Source: an optimization exercise on an open RTL-to-GDS flow (aim: small area and few clock cycles). Production flows keep margins and buffers that such runs may drop. In this exercise RTL edits were held to simulation tests only and were not proved equivalent to the original. Power is estimated from default activity; no workload was simulated.

==> design/flow/flow/run.sh <==
#!/bin/bash
# The standard layout (standard.sh: ORFS from synthesis to finish) with three changes:
# - technology mapping in synthesis uses an area-recovering ABC script (flow/abc_map.script)
#   in place of ORFS's speed script; everything else in synthesis is unchanged, so the
#   registers are the standard synthesis's;
# - the port buffers are made from the smallest buffer cell;
# - the clock tree is built from clkbuf_16 with up to 30 registers per leaf buffer and no
#   dummy loads.
# Each ORFS step writes its full log under orfs/logs/; make's output goes to standard.log.
set -euo pipefail
rm -rf scripts
cp -r "$FLOW_HOME/scripts" scripts
cp flow/abc_map.script scripts/abc_speed.script
export SCRIPTS_DIR="$PWD/scripts"
export BUFFER_PORTS_ARGS="-buffer_cell sky130_fd_sc_hd__buf_1"
export CTS_ARGS="-sink_clustering_enable -repair_clock_nets -dont_use_dummy_load -sink_clustering_size 30 -sink_clustering_max_diameter 80 -buf_list sky130_fd_sc_hd__clkbuf_16"
bash standard.sh > standard.log 2>&1
==> design/flow/standard.sh <==
#!/bin/bash
# synth_recipe.tcl (not shown) runs the flow's synth.tcl, then flattens the netlist and writes it again
# the make line also repeats each setting of config.mk as NAME=value (left out here)
make -C /OpenROAD-flow-scripts/flow DESIGN_CONFIG=/design/flow/config.mk WORK_HOME=/design/flow/orfs CLKGATE_MAP_FILE= SYNTH_SCRIPT=/design/flow/synth_recipe.tcl "${@:-finish}"
==> design/flow/flow/abc_map.script <==
&get -n
&st
&syn2
&dch
&nf -R 1000
&st
&dch
&nf -R 1000
&put
topo
stime -c
dnsize -c
==> design/flow/design.v <==
package spjg_pkg;
    localparam int CMD_W = 4;
    localparam logic [CMD_W-1:0] CMD_TICK    = 4'd0;
    localparam logic [CMD_W-1:0] CMD_START   = 4'd1;
    localparam logic [CMD_W-1:0] CMD_PAUSE   = 4'd2;
    localparam logic [CMD_W-1:0] CMD_RESUME  = 4'd3;
    localparam logic [CMD_W-1:0] CMD_CANCEL  = 4'd4;
    localparam logic [CMD_W-1:0] CMD_ENABLE  = 4'd5;
    localparam logic [CMD_W-1:0] CMD_DISABLE = 4'd6;
    localparam logic [CMD_W-1:0] CMD_SLEEP   = 4'd7;
    localparam logic [CMD_W-1:0] CMD_WAKE    = 4'd8;
    localparam int CFG_IDX_W = 8;
    localparam logic [CFG_IDX_W-1:0] REG_PULSE_COUNT    = 8'd0;
    localparam logic [CFG_IDX_W-1:0] REG_PULSE_INTERVAL = 8'd1;
    localparam logic [CFG_IDX_W-1:0] REG_PULSE_ON       = 8'd2;
    localparam logic [CFG_IDX_W-1:0] REG_MICROSTEP_DIV  = 8'd3;
    localparam logic [CFG_IDX_W-1:0] REG_DIRECTION      = 8'd4;
    localparam logic [CFG_IDX_W-1:0] REG_FAULT_CHECK    = 8'd5;
    localparam logic [CFG_IDX_W-1:0] REG_MIN_INTERVAL   = 8'd6;
    localparam logic [CFG_IDX_W-1:0] REG_MAX_INTERVAL   = 8'd7;
    localparam int CFG_DATA_W = 32;
    localparam int DEFAULT_INTERVAL_DEF = 1000;
    localparam int TIME_BITS_DEF        = 32;
    localparam logic [31:0] RST_PULSE_COUNT    = 32'd0;
    localparam logic [31:0] RST_PULSE_INTERVAL = 32'd1000;
    localparam logic [31:0] RST_PULSE_ON       = 32'd500;
    localparam logic [7:0]  RST_MICROSTEP_DIV  = 8'd1;
    localparam logic        RST_DIRECTION      = 1'b0;
    localparam logic [31:0] RST_FAULT_CHECK    = 32'd1000000;
    localparam logic [31:0] RST_MIN_INTERVAL   = 32'd100;
    localparam logic [31:0] RST_MAX_INTERVAL   = 32'd100000;
    localparam logic [2:0] USTEP_FULL = 3'd0;
    localparam logic [2:0] USTEP_2    = 3'd1;
    localparam logic [2:0] USTEP_4    = 3'd2;
    localparam logic [2:0] USTEP_8    = 3'd3;
    localparam logic [2:0] USTEP_16   = 3'd4;
    localparam logic [2:0] USTEP_32   = 3'd5;
    localparam int S_TDATA_W = 40;
    localparam int M_TDATA_W = 48;
    typedef struct packed {
        logic [31:0] pulse_count;
        logic [31:0] step_period;
        logic [31:0] pulse_on;
        logic [7:0]  microstep_div;
        logic        direction;
        logic [31:0] fault_check;
        logic [31:0] min_interval;
        logic [31:0] max_interval;
    } cfg_t;
    typedef struct packed {
        logic       enabled;
        logic       running;
        logic       paused;
        logic       fault;
        logic       sleep;
        logic       step;
        logic       dir;
        logic       enable_pin_n;
        logic       sleep_pin_n;
        logic [2:0] code;
    } flags_t;
    typedef struct packed {
        logic [7:0]  status_flags;
        logic        step_level;
        logic        dir_level;
        logic        enable_n;
        logic        sleep_n;
        logic [2:0]  microstep_code;
        logic [31:0] pulses_left;
    } result_t;
    function automatic logic [2:0] decode_microstep(input logic [7:0] div);
        case (div)
            8'd2:    decode_microstep = USTEP_2;
            8'd4:    decode_microstep = USTEP_4;
            8'd8:    decode_microstep = USTEP_8;
            8'd16:   decode_microstep = USTEP_16;
            8'd32:   decode_microstep = USTEP_32;
            default: decode_microstep = USTEP_FULL;
        endcase
    endfunction
    function automatic logic carry_n(input logic [31:0] x, input logic [31:0] y,
                                     input logic cin, input int n);
        logic c, bg, bp;
        c = cin;
        for (int k = 0; k < n; k += 4) begin
            bg = 1'b0;
            bp = 1'b1;
            for (int i = k; i < k + 4 && i < n; i++) begin
                bg = (x[i] & y[i]) | ((x[i] | y[i]) & bg);
                bp = bp & (x[i] | y[i]);
            end
            c = bg | (bp & c);
        end
        carry_n = c;
    endfunction
    function automatic logic lt_n(input logic [31:0] a, input logic [31:0] b, input int n);
        lt_n = carry_n(~a, b, 1'b0, n);
    endfunction
    function automatic logic lt32(input logic [31:0] a, input logic [31:0] b);
        lt32 = lt_n(a, b, 32);
    endfunction
    function automatic logic [31:0] add32(input logic [31:0] a, input logic [31:0] b);
        logic [31:0] g, p, gg, pp;
        g  = a & b;
        p  = a ^ b;
        gg = g;
        pp = p;
        for (int d = 1; d < 32; d = d * 2)
            for (int i = 2 * d - 1; i < 32; i += 2 * d) begin
                gg[i] = gg[i] | (pp[i] & gg[i - d]);
                pp[i] = pp[i] & pp[i - d];
            end
        for (int d = 8; d >= 1; d = d / 2)
            for (int i = 3 * d - 1; i < 32; i += 2 * d) begin
                gg[i] = gg[i] | (pp[i] & gg[i - d]);
                pp[i] = pp[i] & pp[i - d];
            end
        add32[0] = p[0];
        for (int i = 1; i < 32; i++) add32[i] = p[i] ^ gg[i - 1];
    endfunction
    function automatic logic due32(input logic [31:0] now, input logic [31:0] t);
        due32 = ~(now[31] ^ t[31] ^ lt_n(now, t, 31));
    endfunction
    function automatic logic elapsed_ge(input logic [31:0] now, input logic [31:0] last,
                                        input logic [31:0] lim);
        logic [31:0] s, k;
        logic c, s32, s33;
        s = now ^ ~last ^ ~lim;
        k = (now & ~last) | (now & ~lim) | (~last & ~lim);
        c = 1'b1;
        for (int i = 0; i < 31; i++) c = (s[i + 1] & k[i]) | ((s[i + 1] | k[i]) & c);
        s32 = k[31] ^ c;
        s33 = k[31] & c;
        elapsed_ge = s33 | (lt32(now, last) & s32);
    endfunction
    function automatic logic due3(input logic [31:0] now, input logic [31:0] base,
                                  input logic [31:0] off);
        logic [31:0] s, k;
        logic c;
        s = now ^ ~base ^ ~off;
        k = (now & ~base) | (now & ~off) | (~base & ~off);
        c = 1'b1;
        for (int i = 1; i < 31; i++) c = (s[i] & k[i - 1]) | ((s[i] | k[i - 1]) & c);
        due3 = ~(s[31] ^ k[30] ^ c);
    endfunction
    function automatic logic [31:0] dec32(input logic [31:0] r);
        for (int i = 0; i < 32; i++) dec32[i] = r[i] ^ ~|(r & ((32'd1 << i) - 32'd1));
    endfunction
    function automatic logic due_n(input logic [31:0] nnow, input logic [31:0] base,
                                   input logic [31:0] off);
        logic [31:0] s, k;
        logic c;
        s = (base ^ off) ^ nnow;
        k = (base & off) | (nnow & (base | off));
        c = carry_n({1'b0, s[31:1]}, k, 1'b0, 30);
        due_n = s[31] ^ k[30] ^ c;
    endfunction
    function automatic logic elapsed_ge_n(input logic [31:0] nnow, input logic [31:0] last,
                                          input logic [31:0] lim);
        logic [31:0] s, k;
        logic c, w32, w33;
        s = nnow ^ last ^ lim;
        k = (nnow & last) | (nnow & lim) | (last & lim);
        c = 1'b0;
        for (int i = 0; i < 31; i++) c = (s[i + 1] & k[i]) | ((s[i + 1] | k[i]) & c);
        w32 = k[31] ^ c;
        w33 = k[31] & c;
        elapsed_ge_n = ~w33 & (lt32(~nnow, last) | ~w32);
    endfunction
    function automatic logic elapsed_ge_m(input logic [31:0] nnow, input logic [31:0] last,
                                          input logic [31:0] lim);
        logic [31:0] s, k;
        logic c, w32, w33;
        s = (last ^ lim) ^ nnow;
        k = (last & lim) | (nnow & (last | lim));
        c = carry_n({1'b0, s[31:1]}, k, 1'b0, 31);
        w32 = k[31] ^ c;
        w33 = k[31] & c;
        elapsed_ge_m = ~w33 & (lt32(~nnow, last) | ~w32);
    endfunction
endpackage
module spjg_core #(
    parameter int DEFAULT_INTERVAL = spjg_pkg::DEFAULT_INTERVAL_DEF,
    parameter int TIME_BITS        = spjg_pkg::TIME_BITS_DEF
) (
    input  logic                         aclk,
    input  logic                         aresetn,
    input  logic                         step_en,
    input  logic [spjg_pkg::CMD_W-1:0]   cmd,
    input  logic [31:0]                  now_us,
    input  logic                         fault_active,
    input  logic [31:0]                  cfg_pulse_count,
    input  logic [31:0]                  cfg_step_period,
    input  logic [31:0]                  cfg_pulse_on,
    input  logic [2:0]                   cfg_code,
    input  logic                         cfg_direction,
    input  logic [31:0]                  cfg_fault_check,
    input  logic [31:0]                  cfg_min_interval,
    input  logic [31:0]                  cfg_max_interval,
    output spjg_pkg::result_t            result
);
    localparam logic [11:0] FLAGS_RST = 12'h010;
    spjg_pkg::flags_t flags_reg, flags_next;
    logic [31:0]      base_reg, base_next;
    logic [31:0]      oth_reg, oth_next;
    logic             sel_on_reg, sel_on_next;       
    logic             sel_int_reg, sel_int_next;     
    logic             oth_abs_reg, oth_abs_next;     
    logic [31:0]      offset;
    logic [31:0]      last_check_reg, last_check_next;
    logic [31:0]      remaining_reg, remaining_next;
    logic [31:0]      int_reg, int_next;
    logic [31:0]      on_reg, on_next;
    logic             on_half_reg, on_half_next;
    logic             due, check_due;
    logic             job_active;
    logic             in_range, left_lt_period, on_lt_default;
    logic [31:0]      cmp_left;
    logic             on_pend_reg, on_pend_next;     
    logic             in_range_reg, in_range_next;
    logic [31:0]      start_on;
    logic [31:0]      rem_dec;
    logic             rem_zero;
    assign offset    = ({32{sel_on_reg & ~on_half_reg}} & on_reg) |
                       ({32{sel_on_reg & on_half_reg}} & 32'(DEFAULT_INTERVAL / 2)) |
                       ({32{sel_int_reg & in_range_reg}} & int_reg) |
                       ({32{sel_int_reg & ~in_range_reg}} & 32'(DEFAULT_INTERVAL));
    assign due       = spjg_pkg::due_n(~now_us, base_reg, offset);
    assign check_due = spjg_pkg::elapsed_ge_m(~now_us, last_check_reg, cfg_fault_check);
    assign job_active = flags_reg.enabled & flags_reg.running & ~flags_reg.paused;
    assign rem_dec  = spjg_pkg::dec32(remaining_reg);
    assign rem_zero = ~|remaining_reg;
    assign cmp_left      = on_pend_reg ? cfg_pulse_on : cfg_min_interval;
    assign left_lt_period = spjg_pkg::lt32(cmp_left, cfg_step_period);
    assign in_range      = left_lt_period & spjg_pkg::lt32(cfg_step_period, cfg_max_interval);
    assign on_lt_default = cfg_pulse_on < 32'(DEFAULT_INTERVAL);
    assign start_on = (in_range_reg & ~left_lt_period) ? {1'b0, cfg_step_period[31:1]}
                                                       : cfg_pulse_on;
    always_comb begin
        flags_next        = flags_reg;
        base_next         = base_reg;
        oth_next          = oth_reg;
        sel_on_next       = sel_on_reg;
        sel_int_next      = sel_int_reg;
        oth_abs_next      = oth_abs_reg;
        last_check_next   = last_check_reg;
        remaining_next    = remaining_reg;
        int_next          = int_reg;
        on_next           = on_reg;
        on_half_next      = on_half_reg;
        on_pend_next      = 1'b0;
        in_range_next     = in_range_reg;
        if (on_pend_reg) begin
            on_next      = start_on;
            on_half_next = ~in_range_reg & ~on_lt_default;
        end
        if (step_en) begin
            case (cmd)
                spjg_pkg::CMD_TICK: begin
                    if (job_active) begin
                        if (!rem_zero) begin
                            if (due) begin
                                flags_next.step = ~flags_reg.step;
                                if (!flags_reg.step) begin
                                    base_next    = now_us;
                                    sel_on_next  = 1'b1;
                                    sel_int_next = 1'b0;
                                    oth_abs_next = 1'b0;
                                end else begin
                                    remaining_next = rem_dec;
                                    sel_on_next    = 1'b0;
                                    if (oth_abs_reg) base_next = oth_reg;
                                    else             sel_int_next = 1'b1;
                                end
                            end
                        end else begin
                            flags_next.running = 1'b0;
                        end
                    end
                    if (check_due) begin
                        last_check_next = now_us;
                        if (fault_active) begin
                            flags_next.fault        = 1'b1;
                            flags_next.running      = 1'b0;
                            flags_next.enabled      = 1'b0;
                            flags_next.enable_pin_n = 1'b1;
                        end else begin
                            flags_next.fault = 1'b0;
                        end
                    end
                end
                spjg_pkg::CMD_START: begin
                    if (fault_active) begin
                        flags_next.fault        = 1'b1;
                        flags_next.running      = 1'b0;
                        flags_next.sleep        = 1'b1;
                        flags_next.sleep_pin_n  = 1'b0;
                        flags_next.enabled      = 1'b0;
                        flags_next.enable_pin_n = 1'b1;
                    end else begin
                        flags_next.fault        = 1'b0;
                        flags_next.running      = 1'b1;
                        flags_next.paused       = 1'b0;
                        flags_next.dir          = cfg_direction;
                        flags_next.code         = cfg_code;
                        flags_next.step         = 1'b0;
                        flags_next.sleep_pin_n  = 1'b1;
                        flags_next.enable_pin_n = 1'b0;
                        base_next               = now_us;
                        sel_on_next             = 1'b0;
                        sel_int_next            = 1'b0;
                        if (!on_pend_reg) begin
                            int_next            = cfg_step_period;
                            in_range_next       = in_range;
                            on_pend_next        = 1'b1;
                        end
                        remaining_next          = cfg_pulse_count;
                    end
                end
                spjg_pkg::CMD_PAUSE: begin
                    flags_next.paused = 1'b1;
                end
                spjg_pkg::CMD_RESUME: begin
                    flags_next.paused = 1'b0;
                    if (flags_reg.step) begin
                        oth_next     = now_us;
                        oth_abs_next = 1'b1;
                    end else begin
                        base_next    = now_us;
                        sel_on_next  = 1'b0;
                        sel_int_next = 1'b0;
                    end
                end
                spjg_pkg::CMD_CANCEL: begin
                    flags_next.running = 1'b0;
                    flags_next.step    = 1'b0;
                    remaining_next     = 32'd0;
                end
                spjg_pkg::CMD_ENABLE: begin
                    flags_next.enabled      = 1'b1;
                    flags_next.enable_pin_n = 1'b0;
                end
                spjg_pkg::CMD_DISABLE: begin
                    flags_next.enabled      = 1'b0;
                    flags_next.enable_pin_n = 1'b1;
                end
                spjg_pkg::CMD_SLEEP: begin
                    flags_next.sleep       = 1'b1;
                    flags_next.sleep_pin_n = 1'b0;
                end
                spjg_pkg::CMD_WAKE: begin
                    flags_next.sleep       = 1'b0;
                    flags_next.sleep_pin_n = 1'b1;
                end
                default: begin
                end
            endcase
        end
    end
    always_ff @(posedge aclk) begin
        if (!aresetn) begin
            flags_reg   <= FLAGS_RST;
            on_pend_reg <= 1'b0;
        end else begin
            flags_reg   <= flags_next;
            on_pend_reg <= on_pend_next;
        end
    end
    logic lc_en, rem_en;
    logic [31:0] rem_in;
    assign lc_en  = ~aresetn | (step_en & (cmd == spjg_pkg::CMD_TICK) & check_due);
    assign rem_en = ~aresetn | (step_en & (((cmd == spjg_pkg::CMD_TICK) & job_active & ~rem_zero &
                                            flags_reg.step & due) |
                                           ((cmd == spjg_pkg::CMD_START) & ~fault_active) |
                                           (cmd == spjg_pkg::CMD_CANCEL)));
    assign rem_in = (~aresetn | (cmd == spjg_pkg::CMD_CANCEL)) ? 32'd0 :
                    (cmd == spjg_pkg::CMD_START) ? cfg_pulse_count : rem_dec;
    always_ff @(posedge aclk) begin
        if (lc_en)  last_check_reg <= aresetn ? now_us : 32'd0;
        if (rem_en) remaining_reg  <= rem_in;
    end
    always_ff @(posedge aclk) begin
        base_reg         <= base_next;
        oth_reg          <= oth_next;
        sel_on_reg       <= sel_on_next;
        sel_int_reg      <= sel_int_next;
        oth_abs_reg      <= oth_abs_next;
        int_reg          <= int_next;
        on_reg           <= on_next;
        on_half_reg      <= on_half_next;
        in_range_reg     <= in_range_next;
    end
    assign result.status_flags   = {flags_reg.sleep, flags_reg.running, flags_reg.enabled,
                                    2'b00, flags_reg.paused, flags_reg.fault, flags_reg.dir};
    assign result.step_level     = flags_reg.step;
    assign result.dir_level      = flags_reg.dir;
    assign result.enable_n       = flags_reg.enable_pin_n;
    assign result.sleep_n        = flags_reg.sleep_pin_n;
    assign result.microstep_code = flags_reg.code;
    assign result.pulses_left    = remaining_reg;
endmodule
module stepper_pulse_job_generator_unit #(
    parameter int DEFAULT_INTERVAL = spjg_pkg::DEFAULT_INTERVAL_DEF,
    parameter int TIME_BITS        = spjg_pkg::TIME_BITS_DEF
) (
    input  logic                                aclk,
    input  logic                                aresetn,
    input  logic                                s_tvalid,
    output logic                                s_tready,
    input  logic [spjg_pkg::S_TDATA_W-1:0]      s_tdata,
    input  logic [spjg_pkg::CMD_W-1:0]          s_tuser,
    output logic                                m_tvalid,
    input  logic                                m_tready,
    output logic [spjg_pkg::M_TDATA_W-1:0]      m_tdata,
    input  logic                                cfg_valid,
    output logic                                cfg_ready,
    input  logic [spjg_pkg::CFG_IDX_W-1:0]      cfg_index,
    input  logic [spjg_pkg::CFG_DATA_W-1:0]     cfg_data
);
    logic [31:0] cfg_pulse_count;
    logic [31:0] cfg_step_period;
    logic [31:0] cfg_pulse_on;
    logic [2:0]  cfg_code;
    logic        cfg_direction;
    logic [31:0] cfg_fault_check;
    logic [31:0] cfg_min_interval;
    logic [31:0] cfg_max_interval;
    logic        out_valid_reg;
    logic        s_fire;
    spjg_pkg::result_t core_result;
    assign cfg_ready = 1'b1;
    logic [7:0]  cfg_we;
    logic [31:0] rst_zero, rst_one;
    logic [2:0]  cfg_code_in;
    always_comb begin
        for (int r = 0; r < 8; r++)
            cfg_we[r] = ~aresetn | (cfg_valid & (cfg_index == 8'(r)));
    end
    assign rst_zero    = aresetn ? cfg_data : 32'd0;
    assign rst_one     = aresetn ? cfg_data : 32'hFFFF_FFFF;
    assign cfg_code_in = aresetn ? spjg_pkg::decode_microstep(cfg_data[7:0])
                                 : spjg_pkg::decode_microstep(spjg_pkg::RST_MICROSTEP_DIV);
    function automatic logic [31:0] rst_pick(input logic [31:0] rv, input logic [31:0] z,
                                             input logic [31:0] o);
        for (int b = 0; b < 32; b++) rst_pick[b] = rv[b] ? o[b] : z[b];
    endfunction
    always_ff @(posedge aclk) begin
        if (cfg_we[0]) cfg_pulse_count  <= rst_pick(spjg_pkg::RST_PULSE_COUNT, rst_zero, rst_one);
        if (cfg_we[1]) cfg_step_period  <= rst_pick(spjg_pkg::RST_PULSE_INTERVAL, rst_zero, rst_one);
        if (cfg_we[2]) cfg_pulse_on     <= rst_pick(spjg_pkg::RST_PULSE_ON, rst_zero, rst_one);
        if (cfg_we[3]) cfg_code         <= cfg_code_in;
        if (cfg_we[4]) cfg_direction    <= rst_zero[0];
        if (cfg_we[5]) cfg_fault_check  <= rst_pick(spjg_pkg::RST_FAULT_CHECK, rst_zero, rst_one);
        if (cfg_we[6]) cfg_min_interval <= rst_pick(spjg_pkg::RST_MIN_INTERVAL, rst_zero, rst_one);
        if (cfg_we[7]) cfg_max_interval <= rst_pick(spjg_pkg::RST_MAX_INTERVAL, rst_zero, rst_one);
    end
    assign s_tready = ~out_valid_reg | m_tready;
    assign s_fire   = s_tvalid & s_tready;
    always_ff @(posedge aclk) begin
        if (!aresetn) out_valid_reg <= 1'b0;
        else          out_valid_reg <= s_fire | (out_valid_reg & ~m_tready);
    end
    spjg_core #(
        .DEFAULT_INTERVAL (DEFAULT_INTERVAL),
        .TIME_BITS        (TIME_BITS)
    ) u_core (
        .aclk             (aclk),
        .aresetn          (aresetn),
        .step_en          (s_fire),
        .cmd              (s_tuser),
        .now_us           (s_tdata[31:0]),
        .fault_active     (s_tdata[32]),
        .cfg_pulse_count  (cfg_pulse_count),
        .cfg_step_period  (cfg_step_period),
        .cfg_pulse_on     (cfg_pulse_on),
        .cfg_code         (cfg_code),
        .cfg_direction    (cfg_direction),
        .cfg_fault_check  (cfg_fault_check),
        .cfg_min_interval (cfg_min_interval),
        .cfg_max_interval (cfg_max_interval),
        .result           (core_result)
    );
    assign m_tvalid = out_valid_reg;
    assign m_tdata  = {1'b0, core_result.pulses_left, core_result.microstep_code,
                       core_result.sleep_n, core_result.enable_n, core_result.dir_level,
                       core_result.step_level, core_result.status_flags};
endmodule
==> design/flow/config.mk <==
export PLATFORM = sky130hd
export DESIGN_NAME = stepper_pulse_job_generator_unit
export DESIGN_NICKNAME = stepper_pulse_job_generator_unit
export VERILOG_FILES = /design/flow/design.v
export SDC_FILE = /design/flow/constraint.sdc
export NUM_CORES = 4
export LEC_CHECK = 0
export CAP_MARGIN = 20
export CORE_MARGIN = 2
export CORE_UTILIZATION = 60
export SLEW_MARGIN = 20
==> design/flow/constraint.sdc <==
create_clock -name core_clock -period 8.0 [get_ports {aclk}]
set_input_delay 1.6000 -clock core_clock [delete_from_list [all_inputs] [get_ports {aclk}]]
set_output_delay 1.6000 -clock core_clock [all_outputs]
set_load 0.01 [all_outputs]
==> results of run 1 <==
## what timing repair did
| item | in CTS | in global routing |
|---|---|---|
| setup endpoints to repair | 0 | 33 |
| hold buffers | 0 | 0 |
| gates resized for setup | 0 | 3 |
| hold endpoints to repair | 0 | 0 |
## layer usage
metal	routed length (um)	vias to the layer above	part of all wire, %	global-route usage (%)
met5	0	-	0	0
met4	956	0	2.2	6.67
met3	2740	61	6.2	2.76
met2	20200	420	45	42.2
met1	20600	6068	46	41.9
li1	-	5731	-	-
## stage by stage
stage	power (W)	utilization (%)	std cells	hold slack, ps	cell area (um^2)
4_1_cts	0.00413	67.1	2004	481	20600
3_5_place_dp	0.00310	65.5	1985	460	20200
6_report	0.00411	67.2	2005	477	20700
5_1_grt	0.00426	67.2	2005	506	20700
2_1_floorplan	0.00289	-	1439	442	18900
3_3_place_gp	0.00308	65.5	1984	438	20100
## cell type report
type,count,area [um^2]
clock buffers,19,475
fillers,2295,10100
inverters,151,567
multi-input cells,876,6290
flip-flops and latches,407,12100
well taps,396,495
repair buffers,156,736
## power groups by stage
stage          logic (W)  registers [W]  clock network, W
2_1_floorplan   0.000313        0.00258                 0
6_report        0.000517        0.00254           0.00105
4_1_cts         0.000514        0.00254           0.00107
5_1_grt         0.000576        0.00256           0.00112
3_5_place_dp    0.000511        0.00259                 0
3_3_place_gp    0.000496        0.00259                 0
## final timing paths
check | slack [ps] | start | endpoint | cells after the start
max | 440 | u_core.remaining_reg[0] | u_core.base_reg[16] | 27
max reg2reg | 440 | u_core.remaining_reg[0] | u_core.base_reg[16] | 27
min | 480 | u_core.flags_reg[3] | u_core.flags_reg[3] | 2
min reg2reg | 480 | u_core.flags_reg[3] | u_core.flags_reg[3] | 2
## layout by cell type (no fill, tap or decap), drive strengths merged, types with 8 or more instances in the layout
cell and count:
a31oi 20, a221oi 15, o21ai 115, dfxtp 14, nand3 8, a21oi 103, nor3 10, mux2i 32
a22o 13, nand2b 23, o221ai 11, xnor2 8, clkinv 151, mux2 16, clkbuf 20, o22ai 40
fa 61, edfxtp 393, buf 155, or3 10, o2bb2ai 10, a22oi 39, and2 68, a211oi 9
nor2 115, nand2 55
## cell families after synthesis
group	count (synthesis)
AO/OA/AOI/OAI	417
flip-flops	407
AND/OR/NAND/NOR	328
buffers and inverters	156
adder cells (fa/ha/maj)	70
multiplexers	48
XOR/XNOR	9
other	2
## critical path, delay by kind of cell (launching register included)
family                   cells  cell delay (ps)
AND/OR/NAND/NOR             21             5980
adder cells (fa/ha/maj)      1              170
AO/OA/AOI/OAI                2              280
flip-flops                   1              440
buffers and inverters        3              380
==> out/metrics.yaml, run 1 <==
yosys:
  yosys_warnings: 2
  ys_ff_latch: 407
  synthSimpleGateAreaFrac_pct: 8.64
  avgSynthCellArea_um2: 13.1
  synth_compound_gate_area_share_pct: 13.9
  yosys-top-cells-count: "edfxtp_1, clkinv_1, nor2_1, o21ai_0, a21oi_1"
  async_reset_ff_share_pct: 0
  muxShareOfSynthArea_pct: 2.66
  netlist_area_um2: 18800
  synth_fa_ha_area_share_pct: 7.04
  synth_xor_area_share_pct: 0.418
  synth.area.top_cells: "edfxtp_1, fa_1, o21ai_0"
  ys_types: 59
  synth_enable_flop_cells: 393
  synth_top_flop_cell: "edfxtp_1"
  seq_area_frac_synth_pct: 64.1
  synth_top_area_share_pct: 62.6
  yosys.area.top_type: "edfxtp_1"
  synth_cells: 1437
  yosysMostFrequentCell: "edfxtp_1"
  synth_top_family_by_area: "compound AO/OA/AOI/OAI gates"
cts:
  cts_htree_levels: 1
  cts_setup_buffers: 0
  root_buffer: "clkbuf_16"
  cts.sinks: 407
  max-clock-path-buffers: 3
  clk_latency_ps: 530
  cts_tree: "yes"
  cts_buffers: 19
  path_clk_slew_ps: 110
timing:
  rsz0062_at_grt: "false"
  min_period_over_period_pct: 94.5
  slew_headroom_pct: 34.9
  drv_slew: 0
  finalWorstSetupSlack_ps: 440
  period_minus_slack_ps: 7560
  tns_ps: 0
  finClkSkew_ps: 41.3
  hold_viol: 0
  tightestPinTransition_ps: 977
  fmax_mhz: 132
  setup_viol: 0
power_and_ir_drop:
  switching_share_pct: 24.7
  switchingPower_w: 0.00102
  cellPowerDensity_nw_per_um2: 199
  ir_drop_v: 0.000130
  p_leak_nw: 6.62
  intPower_w: 0.00309
  pwr-share-comb_pct: 12.6
  pwr-share-clk_pct: 25.5
  seqPwrFrac_pct: 61.9
critical_path:
  critical_path_peak_fanout: 16
  crit_arrival_ps: 7810
  slowest_delay_ps: 490
  worstSetupEndpointType: "flip-flop"
  required_ps: 8250
  cp_slowest_cell: "or4_1"
  cp-start-kind: "flip-flop"
  timing_worst_setup_path_type: "flip-flop to flip-flop"
  crit_path_frequent_cell: "or3_1"
floorplanning:
  die_y_um: 181
  rows: 64
  start_util_pct: 61.3
  io_pins: 140
  fp.dieW_um: 181
  core_area_um2: 30700
  die_area_um2: 32800
global_route:
  grt_overflow: 0
  grt_max_degree: 63
  track_usage_pct: 27.2
  grt_pass1_vias: 11960
  grt_pass1_wl_um: 68200
  antenna_found_initial: 0
placement:
  dp_hpwl_um: 30900
  gp_congestion: 0.862
  port_buffers: 128
  dp_slack_ps: 151
drt:
  drtIter0Drc: 1060
  dr.pass1.iters: 7
  drc: 0
  antenna_left: 0
  wl_per_cell_um: 22.2
  drt-total-wl_um: 44500
  viasPerCell: 6.12
  num_vias: 12280
cells_and_area:
  drive_above_1_share_pct: 3.98
  num_antenna_cells: 0
  synthToLayoutAreaGrowth_pct: 9.57
  nNetsFinal: 1767
flow_run:
  cap_violations: 0
worst_hold_path:
  hp-class: "flip-flop to flip-flop"
run_status:
  status: "timing/DRC/antenna clean"
Testbench counts, summed over its fixed seeds: cycles 19,266.
==> inputs of run 2 (changes only) <==
--- a/design/flow/config.mk
+++ b/design/flow/config.mk
@@ -8,4 +8,4 @@
 export CAP_MARGIN = 20
 export CORE_MARGIN = 2
-export CORE_UTILIZATION = 60
+export CORE_UTILIZATION = 70
 export SLEW_MARGIN = 20
==> run 2 against run 1 <==
Effect of this change:
- sequential power hardly changed
- register-to-register slack better by 40 ps
- wire length down 1.4%
- via count increased by 1.9%
- power decreased by 0.85%
- core utilization up 9.6 points
- cell count fell by 3.1%
- clock skew is 14 ps higher
- design area is 0.66% lower
- die area decreased by 14%
- critical endpoint is now u_core.base_reg[10]
- largest cell class unchanged
- largest power group unchanged
==> out/metrics.yaml, run 2 <==
run_status:
  status: "timing/DRC/antenna clean"
timing:
  tightestPinTransition_ps: 1090
  finClkSkew_ps: 55.8
  slew_headroom_pct: 27.4
  drv_slew: 0
  hold_slack_ps: 453
  hold_viol: 0
  rsz0062_at_grt: "false"
  fmax_mhz: 133
  tns_ps: 0
  finalWorstSetupSlack_ps: 482
  min_period_over_period_pct: 94.0
  setup_viol: 0
  period_minus_slack_ps: 7520
cells_and_area:
  synthToLayoutAreaGrowth_pct: 8.84
  multi_input_area_um2: 6290
  final_common_cell: "edfxtp_1"
  nNetsFinal: 1759
  final_cell_mix: "edfxtp_1, clkinv_1, buf_1"
  drive_above_1_share_pct: 3.50
  design_area_um2: 20500
  num_antenna_cells: 0
  regArea_um2: 12100
  nFillCells: 1709
placement:
  dp_slack_ps: 449
  gp_congestion: 0.895
  placed_area_um2: 20000
  port_buffers: 128
  dp_hpwl_um: 30300
power_and_ir_drop:
  intPower_w: 0.00307
  pwr-share-comb_pct: 12.6
  ir_drop_v: 0.000188
  p_leak_nw: 6.58
  switching_share_pct: 24.7
  pwr-share-clk_pct: 24.9
  cellPowerDensity_nw_per_um2: 199
  seqPwrFrac_pct: 62.5
  switchingPower_w: 0.00101
yosys:
  async_reset_ff_share_pct: 0
  synth_top_flop_cell: "edfxtp_1"
  avgSynthCellArea_um2: 13.1
  ys_types: 59
  synth.area.top_cells: "edfxtp_1, fa_1, o21ai_0"
  synth_xor_area_share_pct: 0.418
  netlist_area_um2: 18800
  synth_top_area_share_pct: 62.6
  synth_enable_flop_cells: 393
  yosysMostFrequentCell: "edfxtp_1"
  yosys-top-cells-count: "edfxtp_1, clkinv_1, nor2_1, o21ai_0, a21oi_1"
  yosys.area.top_type: "edfxtp_1"
  synth_compound_gate_area_share_pct: 13.9
  synth_fa_ha_area_share_pct: 7.04
  synthSimpleGateAreaFrac_pct: 8.64
  seq_area_frac_synth_pct: 64.1
  synth_top_family_by_area: "compound AO/OA/AOI/OAI gates"
  yosys_warnings: 2
  muxShareOfSynthArea_pct: 2.66
  ys_ff_latch: 407
  synth_cells: 1437
worst_hold_path:
  hp-start: "u_core.flags_reg[3]"
  hp-class: "flip-flop to flip-flop"
  min_path_cells: 2
  hold_path_end: "u_core.flags_reg[3]"
global_route:
  grt_pass1_vias: 12115
  grt_pass1_wl_um: 67800
  track_usage_pct: 31.5
  grt_max_degree: 64
  grt_overflow: 0
  antenna_found_initial: 0
drt:
  drt-total-wl_um: 43800
  drtIter0Drc: 1319
  wl_per_cell_um: 22.6
  antenna_left: 0
  num_vias: 12518
  viasPerCell: 6.45
  dr.pass1.iters: 6
  drc: 0
floorplanning:
  core_area_um2: 26700
  fp.dieW_um: 168
  rows: 60
  die_area_um2: 28300
  io_pins: 140
  start_util_pct: 70.5
  die_y_um: 168
cts:
  cts_buffers: 18
  cts.sinks: 407
  clk_latency_ps: 540
  root_buffer: "clkbuf_16"
  cts.hold.buffers_added: 0
  cts_htree_levels: 1
  path_clk_slew_ps: 110
  cts_tree: "yes"
  max-clock-path-buffers: 3
critical_path:
  cp_slowest_cell: "or4_1"
  worstSetupEndpointType: "flip-flop"
  required_ps: 8230
  regToRegStartpoint: "u_core.remaining_reg[0]"
  reg2reg_to: "u_core.base_reg[10]"
  crit_path_frequent_cell: "or3_1"
  r2r_setup_slack_ps: 480
  crit_arrival_ps: 7750
  reg2reg_depth: 27
  critical_path_peak_fanout: 32
  slowest_delay_ps: 500
  cp-start-kind: "flip-flop"
  timing_worst_setup_path_type: "flip-flop to flip-flop"
flow_run:
  cap_violations: 0
-- run 2: worst max-delay path by stage --
stage / startpoint / to / slack [ps] / cells past startpoint
global route: u_core.remaining_reg[0] / u_core.base_reg[10] / 10 / 27
CTS: u_core.remaining_reg[0] / u_core.base_reg[10] / 400 / 27
global placement: s_tdata[2] / u_core.last_check_reg[13] / 480 / 31
floorplan: s_tdata[2] / u_core.remaining_reg[0] / 530 / 20
detailed placement: s_tdata[2] / u_core.last_check_reg[13] / 450 / 31
finish: u_core.remaining_reg[0] / u_core.base_reg[10] / 480 / 27
-- run 2: worst max-delay path: cells and delay by family, from the launching register on --
family	cells	cell delay, ps
buffers and inverters	3	350
AND/OR/NAND/NOR	21	5890
flip-flops	1	430
adder cells (fa/ha/maj)	1	160
AO/OA/AOI/OAI	2	350
-- run 2: metrics by stage --
stage / instances / total power, W / util (%)
6_report: 1942 / 0.00407 / 76.8
2_1_floorplan: 1439 / 0.00289 / -
3_3_place_gp: 1923 / 0.00307 / 75.0
4_1_cts: 1941 / 0.00408 / 76.6
5_1_grt: 1942 / 0.00421 / 76.8
3_5_place_dp: 1923 / 0.00310 / 75.0
-- run 2: logic make-up (layout without fill, tap and decap cells) --
logic type,count (synthesis),count (layout)
other,2,4
XOR/XNOR,9,9
AND/OR/NAND/NOR,328,328
multiplexers,48,48
flip-flops,407,407
AO/OA/AOI/OAI,417,417
adder cells (fa/ha/maj),70,70
buffers and inverters,156,318
-- run 2: power groups by stage --
| stage | clock (W) | sequential (W) | combinational [W] |
|---|---|---|---|
| 5_1_grt | 0.00108 | 0.00256 | 0.000572 |
| 3_3_place_gp | 0 | 0.00259 | 0.000484 |
| 2_1_floorplan | 0 | 0.00258 | 0.000313 |
| 3_5_place_dp | 0 | 0.00259 | 0.000505 |
| 6_report | 0.00101 | 0.00255 | 0.000514 |
| 4_1_cts | 0.00102 | 0.00254 | 0.000511 |
-- run 2: cell type report --
class / instances / share of cell area (%)
Multi-Input combinational cell: 876 / 30.6
Clock buffer: 18 / 2.20
Sequential cell: 407 / 58.9
Timing Repair Buffer: 149 / 3.41
Tap cell: 341 / 2.08
Inverter: 151 / 2.76
-- run 2: repair_timing --
action / 4_1_cts / 5_1_grt
setup buffers: 0 / 0
setup endpoints to repair: 0 / 32
gates resized for setup: 0 / 1
endpoints found under the hold margin: 0 / 0
-- run 2: metal layers --
layer  up-vias  GRT usage (%)  part of all wire (%)
met5         -              0                     0
met4         0           6.90                   1.9
met3        52           4.77                   9.0
met2       621           51.5                    48
met1      6119           46.2                    41
li1       5726              -                     -
==> inputs of run 3 (changes only) <==
--- a/design/flow/flow/run.sh
+++ b/design/flow/flow/run.sh
@@ -5,5 +5,5 @@
 #   registers are the standard synthesis's;
 # - the port buffers are made from the smallest buffer cell;
-# - the clock tree is built from clkbuf_16 with up to 30 registers per leaf buffer and no
+# - the clock tree is built from clkbuf_8 with up to 16 registers per leaf buffer and no
 #   dummy loads.
 # Each ORFS step writes its full log under orfs/logs/; make's output goes to standard.log.
@@ -14,4 +14,4 @@
 export SCRIPTS_DIR="$PWD/scripts"
 export BUFFER_PORTS_ARGS="-buffer_cell sky130_fd_sc_hd__buf_1"
-export CTS_ARGS="-sink_clustering_enable -repair_clock_nets -dont_use_dummy_load -sink_clustering_size 30 -sink_clustering_max_diameter 80 -buf_list sky130_fd_sc_hd__clkbuf_16"
+export CTS_ARGS="-sink_clustering_enable -repair_clock_nets -dont_use_dummy_load -sink_clustering_size 16 -sink_clustering_max_diameter 70 -buf_list sky130_fd_sc_hd__clkbuf_8"
 bash standard.sh > standard.log 2>&1
==> run 3 against run 2 <==
Effect of this change:
- sequential power about the same
- global-route usage is 0.092 points lower
- setup slack better by 79 ps
- combinational power about the same
- first-iteration DRC count up 4.7%
- critical endpoint is now u_core.base_reg[27]
- largest power group unchanged
- clock power fell by 7%
- register-to-register slack better by 80 ps
- wire length about the same
- still clean
- clock skew shrank 33 ps
==> out/metrics.yaml, run 3 <==
drt:
  dr.pass1.iters: 5
  drtIter0Drc: 1381
  wl_per_cell_um: 22.4
  num_vias: 12521
  drc: 0
  antenna_left: 0
  viasPerCell: 6.41
  drt-total-wl_um: 43800
cts:
  cts_setup_buffers: 0
  cts_buffers: 29
  max-clock-path-buffers: 3
  cts.sinks: 407
  root_buffer: "clkbuf_8"
  clk_latency_ps: 610
  path_clk_slew_ps: 100
  cts.hold.buffers_added: 0
  ctsResizeCount: 0
  cts_tree: "yes"
  cts_htree_levels: 1
placement:
  placed_area_um2: 20000
  port_buffers: 128
  dp_hpwl_um: 30300
  gp_congestion: 0.895
cells_and_area:
  synthToLayoutAreaGrowth_pct: 8.57
  design_area_um2: 20500
  final_cell_mix: "edfxtp_1, clkinv_1, buf_1"
  final_common_cell: "edfxtp_1"
  nNetsFinal: 1770
  num_antenna_cells: 0
  drive_above_1_share_pct: 4.16
  nFillCells: 1720
worst_hold_path:
  hp-class: "flip-flop to flip-flop"
global_route:
  grt_max_degree: 64
  grt_pass1_vias: 12204
  grt_use_met3_pct: 5.36
  grt-busiest-layer: "met2"
  gr-usage-met2_pct: 50.4
  grt_overflow: 0
  track_usage_pct: 31.5
  met1_usage_pct: 46.6
  antenna_found_initial: 0
  grt_pass1_wl_um: 67900
yosys:
  yosys_warnings: 2
  synth_top_area_share_pct: 62.6
  synth.area.top_cells: "edfxtp_1, fa_1, o21ai_0"
  synth_cells: 1437
  netlist_area_um2: 18800
  ys_ff_latch: 407
  yosys-top-cells-count: "edfxtp_1, clkinv_1, nor2_1, o21ai_0, a21oi_1"
  synth_enable_flop_cells: 393
  yosysMostFrequentCell: "edfxtp_1"
  synth_top_flop_cell: "edfxtp_1"
  ys_types: 59
  seq_area_frac_synth_pct: 64.1
  avgSynthCellArea_um2: 13.1
  yosys.area.top_type: "edfxtp_1"
  async_reset_ff_share_pct: 0
critical_path:
  cp-start-kind: "flip-flop"
  worstSetupEndpointType: "flip-flop"
  timing_worst_setup_path_type: "flip-flop to flip-flop"
  required_ps: 8330
  crit_arrival_ps: 7770
  critical_path_peak_fanout: 32
power_and_ir_drop:
  p_leak_nw: 6.57
  ir_drop_v: 0.000165
  cellPowerDensity_nw_per_um2: 195
floorplanning:
  die_area_um2: 28300
  start_util_pct: 70.5
  core_area_um2: 26700
  io_pins: 140
  fp.dieW_um: 168
  rows: 60
  die_y_um: 168
timing:
  setup_viol: 0
  finClkSkew_ps: 22.8
  rsz0062_at_grt: "false"
  tightestPinTransition_ps: 1080
  fmax_mhz: 134
  tns_ps: 0
  drv_slew: 0
  period_minus_slack_ps: 7440
  hold_viol: 0
  slew_headroom_pct: 28.0
  min_period_over_period_pct: 93.0
  hold_slack_ps: 462
flow_run:
  cap_violations: 0
run_status:
  status: "timing/DRC/antenna clean"
## run 3: per-stage QoR
stage | util, % | total power (W) | std cells | setup slack, ps
after floorplan | - | 0.00289 | 1439 | 530
after global placement | 75.0 | 0.00307 | 1923 | 483
after detailed placement | 75.0 | 0.00310 | 1923 | 449
after CTS | 76.5 | 0.00400 | 1952 | 449
after global routing | 76.6 | 0.00414 | 1953 | 31.9
final | 76.6 | 0.00400 | 1953 | 561
## run 3: final cells by class
cell class	instances	area, um^2	share of cell area (%)
Sequential cell	407	12100	59.1
Timing Repair Buffer	149	699	3.42
Tap cell	341	427	2.08
Multi-Input combinational cell	876	6290	30.7
Inverter	151	567	2.77
Clock buffer	29	399	1.95
## run 3: per-layer routing
metal | up-vias | wire length (um)
met3 | 63 | 4020
met2 | 614 | 20800
li1 | 5730 | -
met1 | 6114 | 18200
met5 | - | 0
met4 | 0 | 876
## run 3: power by group
part | internal, W | total, W | switching (W)
registers | 0.00247 | 0.00255 | 0.0000767
clock network | 0.000324 | 0.000939 | 0.000615
logic | 0.000189 | 0.000513 | 0.000324
## run 3: kinds of logic (layout without fill, tap and decap cells)
| family | Yosys count | after routing | synth area share, % |
|---|---|---|---|
| other | 2 | 4 | 0.0398 |
| adders and majority gates | 70 | 70 | 7.04 |
| buffers and inverters | 156 | 329 | 3.21 |
| and+or+nand+nor | 328 | 328 | 8.64 |
| DFF | 407 | 407 | 64.1 |
| xor gates and xnor gates | 9 | 9 | 0.418 |
| AOI/OAI and AO/OA | 417 | 417 | 13.9 |
| muxes | 48 | 48 | 2.66 |
## run 3: worst max-delay path, stage by stage, from the launching register on
cell and delay (ps):
edfxtp_1 420, clkinv_1 70, ha_1 160, nor3b_2 280
nand2_1 100, or2_0 290, nor2_1 170, nand2_1 80
or2_0 340, or3_1 410, or3_1 370, or2_0 290
or4_1 500, or3_1 410, or3_1 410, or3_1 370
or2_0 290, or3_1 390, or2_0 280, or3_1 400
nor2_1 110, nor2_1 70, o21ai_0 220, a221oi_1 120
and3_1 280, clkinv_1 90, nor2_4 50, buf_12 190
## run 3: final timing paths
path,from,endpoint,slack [ps],cells after the start
max,u_core.remaining_reg[0],u_core.base_reg[27],560,27
max reg2reg,u_core.remaining_reg[0],u_core.base_reg[27],560,27
min,u_core.flags_reg[3],u_core.flags_reg[3],460,2
min reg2reg,u_core.flags_reg[3],u_core.flags_reg[3],460,2
==> inputs of run 4 (changes only) <==
--- a/design/flow/design.v
+++ b/design/flow/design.v
@@ -100,48 +100,4 @@
         lt32 = lt_n(a, b, 32);
     endfunction
-    function automatic logic [31:0] add32(input logic [31:0] a, input logic [31:0] b);
-        logic [31:0] g, p, gg, pp;
-        g  = a & b;
-        p  = a ^ b;
-        gg = g;
-        pp = p;
-        for (int d = 1; d < 32; d = d * 2)
-            for (int i = 2 * d - 1; i < 32; i += 2 * d) begin
-                gg[i] = gg[i] | (pp[i] & gg[i - d]);
-                pp[i] = pp[i] & pp[i - d];
-            end
-        for (int d = 8; d >= 1; d = d / 2)
-            for (int i = 3 * d - 1; i < 32; i += 2 * d) begin
-                gg[i] = gg[i] | (pp[i] & gg[i - d]);
-                pp[i] = pp[i] & pp[i - d];
-            end
-        add32[0] = p[0];
-        for (int i = 1; i < 32; i++) add32[i] = p[i] ^ gg[i - 1];
-    endfunction
-    function automatic logic due32(input logic [31:0] now, input logic [31:0] t);
-        due32 = ~(now[31] ^ t[31] ^ lt_n(now, t, 31));
-    endfunction
-    function automatic logic elapsed_ge(input logic [31:0] now, input logic [31:0] last,
-                                        input logic [31:0] lim);
-        logic [31:0] s, k;
-        logic c, s32, s33;
-        s = now ^ ~last ^ ~lim;
-        k = (now & ~last) | (now & ~lim) | (~last & ~lim);
-        c = 1'b1;
-        for (int i = 0; i < 31; i++) c = (s[i + 1] & k[i]) | ((s[i + 1] | k[i]) & c);
-        s32 = k[31] ^ c;
-        s33 = k[31] & c;
-        elapsed_ge = s33 | (lt32(now, last) & s32);
-    endfunction
-    function automatic logic due3(input logic [31:0] now, input logic [31:0] base,
-                                  input logic [31:0] off);
-        logic [31:0] s, k;
-        logic c;
-        s = now ^ ~base ^ ~off;
-        k = (now & ~base) | (now & ~off) | (~base & ~off);
-        c = 1'b1;
-        for (int i = 1; i < 31; i++) c = (s[i] & k[i - 1]) | ((s[i] | k[i - 1]) & c);
-        due3 = ~(s[31] ^ k[30] ^ c);
-    endfunction
     function automatic logic [31:0] dec32(input logic [31:0] r);
         for (int i = 0; i < 32; i++) dec32[i] = r[i] ^ ~|(r & ((32'd1 << i) - 32'd1));
@@ -156,16 +112,4 @@
         due_n = s[31] ^ k[30] ^ c;
     endfunction
-    function automatic logic elapsed_ge_n(input logic [31:0] nnow, input logic [31:0] last,
-                                          input logic [31:0] lim);
-        logic [31:0] s, k;
-        logic c, w32, w33;
-        s = nnow ^ last ^ lim;
-        k = (nnow & last) | (nnow & lim) | (last & lim);
-        c = 1'b0;
-        for (int i = 0; i < 31; i++) c = (s[i + 1] & k[i]) | ((s[i + 1] | k[i]) & c);
-        w32 = k[31] ^ c;
-        w33 = k[31] & c;
-        elapsed_ge_n = ~w33 & (lt32(~nnow, last) | ~w32);
-    endfunction
     function automatic logic elapsed_ge_m(input logic [31:0] nnow, input logic [31:0] last,
                                           input logic [31:0] lim);
--- a/design/flow/config.mk
+++ b/design/flow/config.mk
@@ -9,3 +9,5 @@
 export CORE_MARGIN = 2
 export CORE_UTILIZATION = 70
+export GPL_ROUTABILITY_DRIVEN = 0
+export GPL_TIMING_DRIVEN = 0
 export SLEW_MARGIN = 20
==> run 4 against run 3 <==
Effect of this change:
- still clean on timing, DRC and antenna
- non-clock buffer count grew 5
- sequential share of layout area shrank 1.0 points
- largest cell class unchanged
- largest power group unchanged
- combinational power grew 4.1%
==> out/metrics.yaml, run 4 <==
run_status:
  status: "timing/DRC/antenna clean"
placement:
  dp_hpwl_um: 32200
  dp_slack_ps: -323
  port_buffers: 128
yosys:
  synth_cells: 1437
  ys_ff_latch: 407
  yosys.area.top_type: "edfxtp_1"
  seq_area_frac_synth_pct: 64.1
  netlist_area_um2: 18800
  yosys-top-cells-count: "edfxtp_1, clkinv_1, nor2_1, o21ai_0, a21oi_1"
  synth_top_flop_cell: "edfxtp_1"
  yosysMostFrequentCell: "edfxtp_1"
  synth_enable_flop_cells: 393
  async_reset_ff_share_pct: 0
  synth.area.top_cells: "edfxtp_1, fa_1, o21ai_0"
  yosys_warnings: 2
  ys_types: 59
  avgSynthCellArea_um2: 13.1
  synth_top_area_share_pct: 62.6
cells_and_area:
  final_cell_mix: "edfxtp_1, clkinv_1, buf_1"
  nNetsFinal: 1775
  num_antenna_cells: 0
  final_common_cell: "edfxtp_1"
  synthToLayoutAreaGrowth_pct: 10.5
  drive_above_1_share_pct: 4.70
  nFillCells: 1658
global_route:
  grt_pass1_wl_um: 67900
  grt_overflow: 0
  grt_pass1_vias: 12420
  track_usage_pct: 31.5
  antenna_found_initial: 0
  grt_max_degree: 64
critical_path:
  slowest_delay_ps: 580
  cp_slowest_cell: "a221oi_1"
  required_ps: 8300
  worstSetupEndpointType: "flip-flop"
  critical_path_peak_fanout: 17
  crit_arrival_ps: 8040
  crit_path_frequent_cell: "a21oi_1"
  timing_worst_setup_path_type: "primary input to flip-flop"
  cp-start-kind: "primary input"
timing:
  hold_slack_ps: 481
  tightestPinTransition_ps: 866
  rsz0062_at_grt: "false"
  finClkSkew_ps: 70.8
  finalWorstSetupSlack_ps: 258
  fmax_mhz: 129
  period_minus_slack_ps: 7740
  slew_headroom_pct: 41.7
  setup_viol: 0
  drv_slew: 0
  min_period_over_period_pct: 96.8
  hold_viol: 0
cts:
  cts_htree_levels: 1
  max-clock-path-buffers: 3
  cts.sinks: 407
  cts.hold.buffers_added: 0
  clk_latency_ps: 620
  cts_tree: "yes"
  path_clk_slew_ps: 110
  root_buffer: "clkbuf_8"
  cts_buffers: 29
floorplanning:
  core_area_um2: 26700
  die_area_um2: 28300
  io_pins: 140
  die_y_um: 168
  rows: 60
  start_util_pct: 70.5
  fp.dieW_um: 168
flow_run:
  cap_violations: 0
power_and_ir_drop:
  p_leak_nw: 6.72
  ir_drop_v: 0.000163
  cellPowerDensity_nw_per_um2: 193
drt:
  drc: 0
  antenna_left: 0
  dr.pass1.iters: 7
  drtIter0Drc: 1266
  drt-total-wl_um: 44400
  wl_per_cell_um: 22.7
  num_vias: 12757
  viasPerCell: 6.52
worst_hold_path:
  hp-class: "flip-flop to flip-flop"
==> run 4: cells by family after synthesis <==
family | after synthesis | synth area share (%)
AOI/OAI and AO/OA | 417 | 13.9
DFF | 407 | 64.1
xor gates and xnor gates | 9 | 0.418
and+or+nand+nor | 328 | 8.64
adders and majority gates | 70 | 7.04
buffers and inverters | 156 | 3.21
other | 2 | 0.0398
muxes | 48 | 2.66
==> run 4: where the power goes <==
| group | internal [W] | switching [W] | total [W] |
|---|---|---|---|
| Sequential | 0.00247 | 0.0000776 | 0.00255 |
| Combinational | 0.000203 | 0.000331 | 0.000534 |
| Clock | 0.000324 | 0.000616 | 0.000940 |
| Total | 0.00300 | 0.00103 | 0.00402 |
==> run 4: worst max-delay path, delay by kind of cell <==
kind | cells | cell delay [ps]
and+or+nand+nor | 5 | 1070
AOI/OAI and AO/OA | 19 | 3880
buffers and inverters | 4 | 650
adders and majority gates | 2 | 800
==> run 4: routing by layer <==
layer / share of wire [%] / up-vias / track usage [%] / wire, um
li1: - / 5753 / - / -
met1: 41 / 6299 / 44.7 / 18000
met2: 48 / 618 / 51.1 / 21200
met3: 8.7 / 87 / 5.08 / 3870
met4: 2.9 / 0 / 9.86 / 1280
met5: 0 / - / 0 / 0
==> run 4: what timing repair did <==
action,CTS,global route
setup endpoints to repair,0,49
buffers inserted,0,0
resized for setup,0,5
==> run 4: final timing paths <==
kind | slack (ps) | end | cells past startpoint | startpoint
min | 480 | u_core.flags_reg[3] | 2 | u_core.flags_reg[3]
max | 260 | u_core.last_check_reg[3] | 30 | s_tdata[2]
min reg2reg | 480 | u_core.flags_reg[3] | 2 | u_core.flags_reg[3]
max reg2reg | 530 | u_core.base_reg[31] | 27 | u_core.remaining_reg[0]
==> run 4: metrics by stage <==
step	TNS, ps	instance area (um^2)	util, %	power, W	std cells
finish	0	20800	77.9	0.00402	1958
global route	0	20800	77.9	0.00415	1958
CTS	0	20800	77.8	0.00402	1958
detailed placement	-7410	20400	76.4	0.00312	1929
global placement	-747300	19800	74.0	0.00307	1908
floorplan	0	18900	-	0.00289	1439
==> run 4: area by class of cell <==
cell class / instances / area [um^2] / share of cell area, %
Timing Repair Buffer: 149 / 992 / 4.76
Tap cell: 341 / 427 / 2.05
Inverter: 151 / 567 / 2.72
Sequential cell: 407 / 12100 / 58.0
Buffer: 5 / 37.5 / 0.180
Multi-Input combinational cell: 876 / 6320 / 30.3
Clock buffer: 29 / 399 / 1.92
Testbench counts of run 4, summed over its fixed seeds: cycles 19,266.
==> inputs of run 5 (changes only) <==
--- a/design/flow/config.mk
+++ b/design/flow/config.mk
@@ -9,5 +9,3 @@
 export CORE_MARGIN = 2
 export CORE_UTILIZATION = 70
-export GPL_ROUTABILITY_DRIVEN = 0
-export GPL_TIMING_DRIVEN = 0
 export SLEW_MARGIN = 20
==> run 5 against run 4 <==
Effect of this change:
- power shrank 0.57%
- via count shrank 1.8%
- synthesized cell count is the same
- clock power is essentially flat
- flip-flop and latch count is the same
- clock skew shrank 48 ps
- wire length shrank 1.2%
- critical path depth shrank 3
==> out/metrics.yaml, run 5 <==
yosys:
  synth_top_family_by_area: "compound AO/OA/AOI/OAI gates"
  async_reset_ff_share_pct: 0
  yosysMostFrequentCell: "edfxtp_1"
  synth_top_area_share_pct: 62.6
  synth_enable_flop_cells: 393
  ys_ff_latch: 407
  muxShareOfSynthArea_pct: 2.66
  yosys-top-cells-count: "edfxtp_1, clkinv_1, nor2_1, o21ai_0, a21oi_1"
  ys_types: 59
  synth_cells: 1437
  synthSimpleGateAreaFrac_pct: 8.64
  seq_area_frac_synth_pct: 64.1
  netlist_area_um2: 18800
  synth_xor_area_share_pct: 0.418
  synth_top_flop_cell: "edfxtp_1"
  yosys_warnings: 2
  synth_fa_ha_area_share_pct: 7.04
  synth.area.top_cells: "edfxtp_1, fa_1, o21ai_0"
  synth_compound_gate_area_share_pct: 13.9
  avgSynthCellArea_um2: 13.1
  yosys.area.top_type: "edfxtp_1"
cts:
  cts.sinks: 407
  cts_tree: "yes"
  root_buffer: "clkbuf_8"
  cts_buffers: 29
  clk_latency_ps: 610
  cts_htree_levels: 1
  max-clock-path-buffers: 3
  cts.hold.buffers_added: 0
  path_clk_slew_ps: 100
drt:
  drc: 0
  dr.pass1.iters: 5
  drt-total-wl_um: 43800
  wl_per_cell_um: 22.4
  antenna_left: 0
  viasPerCell: 6.41
  num_vias: 12521
  drtIter0Drc: 1381
placement:
  dp_hpwl_um: 30300
  gp_congestion: 0.895
  placed_area_um2: 20000
  port_buffers: 128
cells_and_area:
  synthToLayoutAreaGrowth_pct: 8.57
  final_cell_mix: "edfxtp_1, clkinv_1, buf_1"
  design_area_um2: 20500
  regArea_um2: 12100
  num_antenna_cells: 0
  drive_above_1_share_pct: 4.16
  nNetsFinal: 1770
  final_common_cell: "edfxtp_1"
  multi_input_area_um2: 6290
  nFillCells: 1720
timing:
  tightestPinTransition_ps: 1080
  tns_ps: 0
  period_minus_slack_ps: 7440
  rsz0062_at_grt: "false"
  finClkSkew_ps: 22.8
  min_period_over_period_pct: 93.0
  setup_viol: 0
  drv_slew: 0
  hold_viol: 0
  slew_headroom_pct: 28.0
  fmax_mhz: 134
critical_path:
  crit_path_frequent_cell: "or3_1"
  required_ps: 8330
  cp-start-kind: "flip-flop"
  critical_path_peak_fanout: 32
  slowest_delay_ps: 500
  cp_slowest_cell: "or4_1"
  timing_worst_setup_path_type: "flip-flop to flip-flop"
  crit_arrival_ps: 7770
  worstSetupEndpointType: "flip-flop"
floorplanning:
  fp.dieW_um: 168
  core_area_um2: 26700
  start_util_pct: 70.5
  io_pins: 140
  rows: 60
  die_y_um: 168
  die_area_um2: 28300
global_route:
  grt_max_degree: 64
  grt_pass1_vias: 12204
  grt_pass1_wl_um: 67900
  grt_overflow: 0
  antenna_found_initial: 0
  track_usage_pct: 31.5
power_and_ir_drop:
  cellPowerDensity_nw_per_um2: 195
  power.total_w: 0.00400
  ir_drop_v: 0.000165
  p_leak_nw: 6.57
run_status:
  status: "timing/DRC/antenna clean"
flow_run:
  cap_violations: 0
worst_hold_path:
  hp-class: "flip-flop to flip-flop"
[run 5: final cells by class]
type | instances | area share [%]
clock buffers | 29 | 1.95
flip-flops and latches | 407 | 59.1
well taps | 341 | 2.08
repair buffers | 149 | 3.42
inverters | 151 | 2.77
multi-input cells | 876 | 30.7
[run 5: routing by layer]
layer	vias up	wire, um	share of wire, %	global-route usage (%)
met4	0	876	2.0	6.86
met5	-	0	0	0
li1	5730	-	-	-
met2	614	20800	47	50.4
met1	6114	18200	41	46.6
met3	63	4020	9.2	5.36
[run 5: timing repair]
action | CTS | global route
setup endpoints to repair | 0 | 32
gates resized for setup | 0 | 1
hold endpoints to repair | 0 | 0
setup buffers | 0 | 0
[run 5: worst max-delay path: cells and delay by family (launching register included)]
family                     cells  cell delay [ps]
DFF                            1              420
AOI/OAI and AO/OA              2              340
adders and majority gates      1              160
and+or+nand+nor               21             5890
buffers and inverters          3              350
[run 5: per-stage QoR]
stage | hold WS [ps] | instances | util [%] | worst slack [ps]
6_report | 462 | 1953 | 76.6 | 561
5_1_grt | 469 | 1953 | 76.6 | 31.9
4_1_cts | 457 | 1952 | 76.5 | 449
3_5_place_dp | 442 | 1923 | 75.0 | 449
3_3_place_gp | 440 | 1923 | 75.0 | 483
2_1_floorplan | 442 | 1439 | - | 530
[run 5: kinds of logic after synthesis]
logic type | after synthesis
simple gates | 328
other cells | 2
buf+inv | 156
fa+ha+maj | 70
flops | 407
compound gates | 417
xor+xnor | 9
mux | 48
[run 5: final timing paths]
kind	from	end	slack, ps	cells after the start
worst min register to register	u_core.flags_reg[3]	u_core.flags_reg[3]	460	2
worst min-delay path	u_core.flags_reg[3]	u_core.flags_reg[3]	460	2
worst max-delay path	u_core.remaining_reg[0]	u_core.base_reg[27]	560	27
worst max register to register	u_core.remaining_reg[0]	u_core.base_reg[27]	560	27
[run 5: power by group]
part / total, W / switching (W) / leakage, nW / internal (W)
combinational: 0.000513 / 0.000324 / 2.49 / 0.000189
sequential: 0.00255 / 0.0000767 / 3.87 / 0.00247
clock: 0.000939 / 0.000615 / 0.209 / 0.000324

## re-timing with driven ports
How much do the figures lean on ideal ports? The routed layouts below were timed once more, with nothing changed but the port constraints. Step 1, drivers: a clkbuf_16 drives aclk and a buf_2 each remaining input, both assumed. Step 2, shift: input delay + t, output delay - t, t = (earliest + latest rising clock arrival at the registers) / 2. This alone moves slack from input paths to output paths. a / b / c = ideal ports / drivers / drivers and shift; a / b = the first two.
| run | shift t [ns] | setup slack, ns | worst hold slack (ns) |
|---|---|---|---|
| run 1 | 0.569 | 0.440 / 0.440 / 0.168 | 0.477 / 0.477 / 0.477 |
| run 2 | 0.568 | 0.482 / 0.482 / 0.294 | 0.453 / 0.453 / 0.453 |
| run 3 | 0.640 | 0.561 / 0.561 / 0.326 | 0.462 / 0.462 / 0.462 |
| run 4 | 0.627 | 0.258 / 0.277 / -0.350 | 0.481 / 0.481 / 0.481 |
| run 5 | 0.640 | 0.561 / 0.561 / 0.326 | 0.462 / 0.462 / 0.462 |
With both steps, setup timing fails in run 4, where it was met with ideal ports. For run 4, which loses most, drivers alone change the setup slack by +0.019 ns; drivers and shift together by -0.608 ns.
